This is an optimization exercise on Yosys and OpenROAD, whose aim is small area, a short achievable clock period and few clock cycles per item, not a production implementation.
Function was checked by simulation only, so behaviour that the tests miss may differ from the original.
Power figures rest on the tool's default switching activity, not on a simulated workload.

--- design/flow/run.sh ---
#!/bin/bash
# synth_recipe.tcl (not shown) runs the flow's synth.tcl, then flattens the netlist and writes it again
# the make line also repeats each setting of config.mk as NAME=value (left out here)
make -C /OpenROAD-flow-scripts/flow DESIGN_CONFIG=/design/flow/config.mk WORK_HOME=/design/flow/orfs CLKGATE_MAP_FILE= SYNTH_SCRIPT=/design/flow/synth_recipe.tcl finish
--- design/flow/config.mk ---
export PLATFORM = sky130hd
export DESIGN_NAME = ordered_list_engine
export DESIGN_NICKNAME = ordered_list_engine
export VERILOG_FILES = /design/flow/design.v
export SDC_FILE = /design/flow/constraint.sdc
export NUM_CORES = 4
export LEC_CHECK = 0
export CAP_MARGIN = 20
export CORE_MARGIN = 2
export CORE_UTILIZATION = 40
export SLEW_MARGIN = 20
--- design/flow/constraint.sdc ---
create_clock -name core_clock -period 6.0 [get_ports {clk_i}]
set_input_delay 1.2000 -clock core_clock [delete_from_list [all_inputs] [get_ports {clk_i}]]
set_output_delay 1.2000 -clock core_clock [all_outputs]
set_load 0.01 [all_outputs]
--- design/flow/design.v ---
`default_nettype none
package olst_pkg;
  localparam logic [1:0] KIND_PUSH = 2'd0;
  localparam logic [1:0] KIND_REM  = 2'd1;
  localparam logic [1:0] KIND_INS  = 2'd2;
  localparam logic [1:0] KIND_DUMP = 2'd3;
  localparam logic [2:0] STAT_DONE      = 3'd0;
  localparam logic [2:0] STAT_NOT_FOUND = 3'd1;
  localparam logic [2:0] STAT_FULL      = 3'd2;
  localparam logic [2:0] STAT_APPENDED  = 3'd3;
  localparam logic [2:0] STAT_EMPTY     = 3'd4;
endpackage
`default_nettype wire
`default_nettype none
module olst_cell (
  input  logic        clk_i,
  input  logic        rst_ni,
  input  logic        sel_left_i,
  input  logic        sel_right_i,
  input  logic        sel_item_i,
  input  logic [31:0] key_i,
  input  logic [31:0] item_i,
  input  logic [31:0] left_val_i,
  input  logic        left_vld_i,
  input  logic [31:0] right_val_i,
  input  logic        right_vld_i,
  output logic [31:0] val_o,
  output logic        vld_o,
  output logic        hit_o
);
  logic [31:0] val_q;
  logic        vld_q;
  always_ff @(posedge clk_i or negedge rst_ni) begin
    if (!rst_ni) begin
      vld_q <= 1'b0;
    end else if (sel_left_i) begin
      vld_q <= left_vld_i;
    end else if (sel_right_i) begin
      vld_q <= right_vld_i;
    end else if (sel_item_i) begin
      vld_q <= 1'b1;
    end
  end
  always_ff @(posedge clk_i) begin
    if (sel_left_i) begin
      val_q <= left_val_i;
    end else if (sel_right_i) begin
      val_q <= right_val_i;
    end else if (sel_item_i) begin
      val_q <= item_i;
    end
  end
  assign val_o = val_q;
  assign vld_o = vld_q;
  assign hit_o = vld_q && (val_q == key_i);
endmodule
`default_nettype wire
`default_nettype none
import olst_pkg::*;
module ordered_list_engine #(
  parameter int CAPACITY = 16
) (
  input  logic               clk_i,
  input  logic               rst_ni,
  input  logic               in_valid_i,
  output logic               in_stall_o,
  input  logic [1:0]         kind_i,
  input  logic signed [31:0] key_i,
  input  logic signed [31:0] item_i,
  output logic               out_valid_o,
  input  logic               out_stall_i,
  output logic signed [31:0] value_o,
  output logic [2:0]         status_o,
  output logic [4:0]         count_o,
  output logic               last_o
);
  localparam int N = 16;
  logic        req_v_q;
  logic [1:0]  kind_q;
  logic [31:0] key_q, item_q;
  logic [31:0] val [N];
  logic [N-1:0] vld;
  logic [N-1:0] hit;
  logic [4:0]  cnt_q;
  logic [3:0]  idx_q;
  logic        out_v_q, skid_v_q;
  logic [31:0] out_val_q, skid_val_q;
  logic [2:0]  out_st_q, skid_st_q;
  logic [4:0]  out_cnt_q, skid_cnt_q;
  logic        out_last_q, skid_last_q;
  logic exec, is_push, is_rem, is_ins, is_dump, full, empty, any_hit;
  logic dump_last, step_done, ins_go, rem_go, take, in_acc;
  assign exec      = req_v_q && !skid_v_q;
  assign is_push   = (kind_q == KIND_PUSH);
  assign is_rem    = (kind_q == KIND_REM);
  assign is_ins    = (kind_q == KIND_INS);
  assign is_dump   = (kind_q == KIND_DUMP);
  assign full      = vld[N-1];
  assign empty     = !vld[0];
  assign any_hit   = |hit;
  assign dump_last = (idx_q == 4'(N-1)) || !vld[idx_q + 4'd1];
  assign step_done = !is_dump || empty || dump_last;
  assign ins_go    = exec && (is_push || is_ins) && !full;
  assign rem_go    = exec && is_rem;
  assign in_stall_o = req_v_q && !(exec && step_done);
  assign in_acc     = in_valid_i && !in_stall_o;
  assign take       = out_v_q && !out_stall_i;
  logic [N-1:0] p0, p1, p2, p3, incl;
  always_comb begin
    p0 = hit;
    p0[0] = hit[0] || is_push;
    for (int i = 0; i < N; i++) p1[i] = p0[i] | ((i % 2  >= 1) ? p0[(i/2)*2] : 1'b0);
    for (int i = 0; i < N; i++) p2[i] = p1[i] | ((i % 4  >= 2) ? p1[(i/4)*4 + 1]  : 1'b0);
    for (int i = 0; i < N; i++) p3[i] = p2[i] | ((i % 8  >= 4) ? p2[(i/8)*8 + 3]  : 1'b0);
    for (int i = 0; i < N; i++) incl[i] = p3[i] | ((i % 16 >= 8) ? p3[7] : 1'b0);
  end
  for (genvar g = 0; g < N; g++) begin : g_cell
    logic [31:0] lval, rval;
    logic        lvld, rvld, s_left, s_right, s_item;
    if (g == 0) begin : g_head
      assign lval   = item_q;
      assign lvld   = 1'b1;
      assign s_left = 1'b0;
    end else begin : g_mid
      assign lval   = val[g-1];
      assign lvld   = vld[g-1];
      assign s_left = ins_go && (incl[g-1] || !vld[g-1]);
    end
    if (g == N - 1) begin : g_tail
      assign rval = '0;
      assign rvld = 1'b0;
    end else begin : g_body
      assign rval = val[g+1];
      assign rvld = vld[g+1];
    end
    assign s_right = rem_go && incl[g];
    assign s_item  = ins_go && (incl[g] || !vld[g]);
    olst_cell u_cell (
      .clk_i       (clk_i),
      .rst_ni      (rst_ni),
      .sel_left_i  (s_left),
      .sel_right_i (s_right),
      .sel_item_i  (s_item),
      .key_i       (key_q),
      .item_i      (item_q),
      .left_val_i  (lval),
      .left_vld_i  (lvld),
      .right_val_i (rval),
      .right_vld_i (rvld),
      .val_o       (val[g]),
      .vld_o       (vld[g]),
      .hit_o       (hit[g])
    );
  end
  logic        res_v;
  logic [31:0] res_val;
  logic [2:0]  res_st;
  logic [4:0]  res_cnt, cnt_d;
  logic        res_last;
  always_comb begin
    res_v    = exec;
    res_val  = '0;
    res_st   = STAT_DONE;
    res_last = 1'b1;
    cnt_d    = cnt_q;
    unique case (kind_q)
      KIND_PUSH: begin
        if (full) res_st = STAT_FULL;
        else      cnt_d  = cnt_q + 5'd1;
      end
      KIND_REM: begin
        if (any_hit) cnt_d  = cnt_q - 5'd1;
        else         res_st = STAT_NOT_FOUND;
      end
      KIND_INS: begin
        if (full) res_st = STAT_FULL;
        else begin
          cnt_d = cnt_q + 5'd1;
          if (!any_hit) res_st = STAT_APPENDED;
        end
      end
      default: begin
        if (empty) res_st = STAT_EMPTY;
        else begin
          res_val  = val[idx_q];
          res_last = dump_last;
        end
      end
    endcase
    res_cnt = cnt_d;
  end
  always_ff @(posedge clk_i or negedge rst_ni) begin
    if (!rst_ni) begin
      req_v_q  <= 1'b0;
      cnt_q    <= '0;
      idx_q    <= '0;
      out_v_q  <= 1'b0;
      skid_v_q <= 1'b0;
    end else begin
      if (in_acc) begin
        req_v_q <= 1'b1;
      end else if (exec && step_done) begin
        req_v_q <= 1'b0;
      end
      if (exec) begin
        cnt_q <= cnt_d;
        if (is_dump) idx_q <= step_done ? 4'd0 : idx_q + 4'd1;
      end
      if (res_v) begin
        if (!out_v_q || take) out_v_q <= 1'b1;
        else                  skid_v_q <= 1'b1;
      end else if (take) begin
        out_v_q  <= skid_v_q;
        skid_v_q <= 1'b0;
      end
    end
  end
  always_ff @(posedge clk_i) begin
    if (!in_stall_o) begin
      kind_q <= kind_i;
      key_q  <= key_i;
      item_q <= item_i;
    end
    if (res_v) begin
      if (!out_v_q || take) begin
        out_val_q  <= res_val;
        out_st_q   <= res_st;
        out_cnt_q  <= res_cnt;
        out_last_q <= res_last;
      end else begin
        skid_val_q  <= res_val;
        skid_st_q   <= res_st;
        skid_cnt_q  <= res_cnt;
        skid_last_q <= res_last;
      end
    end else if (take) begin
      out_val_q  <= skid_val_q;
      out_st_q   <= skid_st_q;
      out_cnt_q  <= skid_cnt_q;
      out_last_q <= skid_last_q;
    end
  end
  assign out_valid_o = out_v_q;
  assign value_o     = out_val_q;
  assign status_o    = out_st_q;
  assign count_o     = out_cnt_q;
  assign last_o      = out_last_q;
endmodule
`default_nettype wire
==> impl_metrics.json <==
{
  "overflow": 0,
  "multiInputGateArea_um2": 21500,
  "met1_usage_pct": 51.2,
  "critPathTopFamily": "multiplexers",
  "netlist_area_um2": 43500,
  "gp_congestion": 1.03,
  "drive_gt1_share_pct": 9.36,
  "async_flop_share_pct": 4.07,
  "rsz0062_at_grt": "no",
  "initial_core_util_pct": 40.2,
  "num_vias": 37800,
  "tritoncts": "yes",
  "syn_nets": 4246,
  "critPathMostFrequentCell": "inv_1",
  "synth_edf_count": 660,
  "hold_viol_final": 0,
  "seq_area_frac_synth_pct": 47.1,
  "grt_pass1_wl_mm": 295,
  "pin_count": 113,
  "power.density_nw_per_um2": 567,
  "critical_path.max_stage_delay_ps": 700,
  "fin_crit_sh_pct": 95.1,
  "port_buffers": 112,
  "synth.top_cells.by_count": "edfxtp_1 (660), mux2i_1 (452), nor2_1 (308)",
  "ys_top_cells_by_area": "edfxtp_1 (46%), mux2i_1 (10%), xnor2_1 (5.1%)",
  "cts.sinks": 688,
  "drv_cap": 0,
  "skew_ps": 35.6,
  "critical_path.cell_chain": "inv_1, ha_1, mux4_2, mux2_2, o211ai_1, nor2_1, o21ai_4, inv_1, clkdlybuf4s50_1",
  "post_drt_wl_per_cell_um": 38.4,
  "drt_iter0_markers": 6349,
  "synthToLayoutAreaGrowth_pct": 12.5,
  "synthCells": 4170,
  "critPathKind": "reg -> out",
  "avgSynthCellArea_um2": 10.4,
  "register_area_um2": 20500,
  "postLayoutCellArea_um2": 49000,
  "ctsHoldBuffers": 0,
  "yosys_warnings": 3,
  "core_region_area_um2": 108000,
  "setup_ws_ps": 295,
  "clkTransAtPathRegs_ps": 60,
  "post-route-min-period_ps": 5700,
  "crit_arrival_ps": 4500,
  "grt_pass1_vias": 34700,
  "ir_worst_vdd_v": 0.000307,
  "fillers": 10300,
  "clkLatencyLatePin_ps": 700,
  "synth_top_flop_cell": "edfxtp_1",
  "drt_wl_total_mm": 216,
  "grt_util_met3_pct": 10.0,
  "dieWidth_um": 334,
  "cts_root_buf": "clkbuf_16",
  "synth_top_area_cell": "edfxtp_1",
  "numCtsBuffers": 85,
  "drc": 0,
  "synth.most_common_cell": "edfxtp_1",
  "grt_start_max_net_pins": 66,
  "synth-seq-cells": 688,
  "yosysUniqueCellTypes": 85,
  "setup_tns_ps": 0,
  "pre_cts_ws_ps": 1030,
  "slowest_stage": "dfrtp_1",
  "setup_violations": 0,
  "final-max-slew-violation-count": 0,
  "outcome": "no timing/DRC/antenna violations",
  "first_pass_iters": 6,
  "cp-start-kind": "register",
  "place_hpwl_mm": 166,
  "antenna_found_initial": 1,
  "post_dp_cell_area_um2": 46000,
  "end_kind": "primary output",
  "max_slew_margin_pct": 16.2,
  "grtUsageMet2_pct": 54.8,
  "post_cts_buffers": 0,
  "hp-class": "reg -> reg",
  "rows": 121,
  "p_leak_uw": 0.0168,
  "cp_max_fo": 10,
  "h-tree-depth": 3,
  "worstPathRequired_ps": 4800,
  "vias_per_cell": 6.72,
  "synth_top_area_share_pct": 45.5,
  "clk_path_buf_depth": 3,
  "busiest_layer": "met2",
  "die_h_um": 334,
  "fin_util_pct": 45.2,
  "max_freq_mhz": 175,
  "fin_nets": 4215,
  "grt_usage_pct": 37.9,
  "die_area_um2": 112000,
  "cts_resized": 0,
  "worstMarginPinSlew_ps": 1250,
  "crit_buf_inv": 3,
  "ant_nets": 0
}
==> placed cells by master (no fill, tap or decap), types with 9 or more instances in the layout <==
cell	n
a22o_1	28
a22oi_1	165
o211ai_1	37
and3_1	11
nand2b_1	23
mux2_2	48
a221oi_1	30
clkinv_1	14
nand3_1	62
xnor2_1	256
buf_4	121
nor3_1	25
mux2i_1	451
nor4_1	111
inv_1	21
bufinv_16	12
edfxtp_1	660
clkbuf_1	23
xor2_1	256
nand4b_1	17
clkbuf_16	87
clkinv_2	10
nand4_1	147
o31ai_1	24
nor2_1	306
or4_1	14
a21oi_1	273
and2_1	13
o21ai_0	246
nor2b_1	9
nor4b_1	15
o21ai_1	76
dfrtp_1	28
nand2_1	300
clkdlybuf4s50_1	112
o221a_2	16
==> worst reg2reg max path, delay by kind of cell, from the launching register on <==
kind | cells | cell delay (ps)
xor gates and xnor gates | 1 | 480
and+or+nand+nor | 6 | 1890
DFF | 1 | 910
AOI/OAI and AO/OA | 1 | 750
buffers and inverters | 2 | 710
==> stage by stage <==
stage / hold slack, ps / cells / power, µW
6_report: 523 / 5624 / 27800
5_1_grt: 545 / 5623 / 28400
4_1_cts: 525 / 5621 / 27100
3_5_place_dp: 512 / 5464 / 21600
3_3_place_gp: 501 / 5460 / 21500
2_1_floorplan: 491 / 4170 / 15600
==> routing by layer <==
metal | share of wire (%) | up-vias | wire length, µm
li1 | - | 15600 | -
met1 | 40 | 19100 | 85800
met2 | 42 | 2675 | 90800
met3 | 11 | 498 | 24700
met4 | 6.9 | 2 | 14800
met5 | 0.0060 | - | 13
==> power by group <==
part	switching [µW]	total (µW)	internal, µW
clock	2270	5510	3240
sequential	3150	10700	7580
combinational	7800	11500	3720
==> flip-flops by register name (all words and copies together) (netlist names) <==
register,flops
req_v_q,1
skid_cnt_q,5
skid_last_q,1
skid_st_q,3
idx_q,4
out_cnt_q,5
kind_q,2
out_val_q,32
skid_v_q,1
g_cell.u_cell.val_q,512
g_cell.u_cell.vld_q,16
out_st_q,3
item_q,32
cnt_q,5
key_q,32
out_v_q,1
skid_val_q,32
out_last_q,1
==> cell type report <==
| cell class | count | area share (%) |
|---|---|---|
| Clock inverter | 44 | 1.20 |
| Sequential cell | 688 | 41.9 |
| Clock buffer | 113 | 4.71 |
| Tap cell | 1414 | 3.61 |
| Antenna cell | 1 | 0.00511 |
| Inverter | 22 | 0.169 |
| Multi-Input combinational cell | 3097 | 43.8 |
| Timing Repair Buffer | 245 | 4.61 |
==> kinds of logic after synthesis <==
| kind of cell | after synthesis | share of synthesized area, % |
|---|---|---|
| buffers and inverters | 385 | 4.32 |
| and+or+nand+nor | 1118 | 12.7 |
| DFF | 688 | 47.1 |
| AOI/OAI and AO/OA | 957 | 13.5 |
| muxes | 504 | 11.8 |
| xor gates and xnor gates | 512 | 10.3 |
| adders and majority gates | 6 | 0.172 |
==> final timing paths <==
path,from,endpoint,slack (ps),depth (start not counted)
worst min register to register,skid_val_q[6]$_DFFE_PP_,out_val_q[6]$_DFFE_PP_,520,2
worst max-delay path,idx_q[0]$_DFFE_PN0P_,in_stall_o,300,9
min in group asynchronous,rst_ni,req_v_q$_DFFE_PN0P_,930,2
worst max register to register,key_q[17]$_DFFE_PN_,g_cell[4].u_cell.val_q[14]$_DFFE_PP_,990,10
worst min-delay path,skid_val_q[6]$_DFFE_PP_,out_val_q[6]$_DFFE_PP_,520,2
max in group asynchronous,rst_ni,g_cell[12].u_cell.vld_q$_DFFE_PN0P_,4690,2
Testbench counts, summed over its fixed seeds: cycles 6,003, items 3,072.

[what the ideal ports hide]
How much do the figures lean on ideal ports? The routed layout below was timed once more, with nothing changed but the port constraints.
Step 1 assumes that a clkbuf_16 drives the clock port and a buf_2 every other input.
Step 2 times the ports against the registers' clock, not the clock port: input delays grow and output delays shrink by t, the midpoint of the rising clock arrivals with the driver on.
Slacks: ideal ports / drivers / drivers and shift; pairs: ideal ports / drivers.
t, ns: 0.752
slack for setup (ns): 0.295 / 0.224 / 0.976
worst setup path at the end: register to output
slew at the worst register clock pin (ns): 0.07 / 0.07
worst slew at a driven data input, ns: 0.07
After both steps this run still meets setup and hold. For this run, drivers alone change the setup slack by -0.071 ns; drivers and shift together by +0.681 ns.
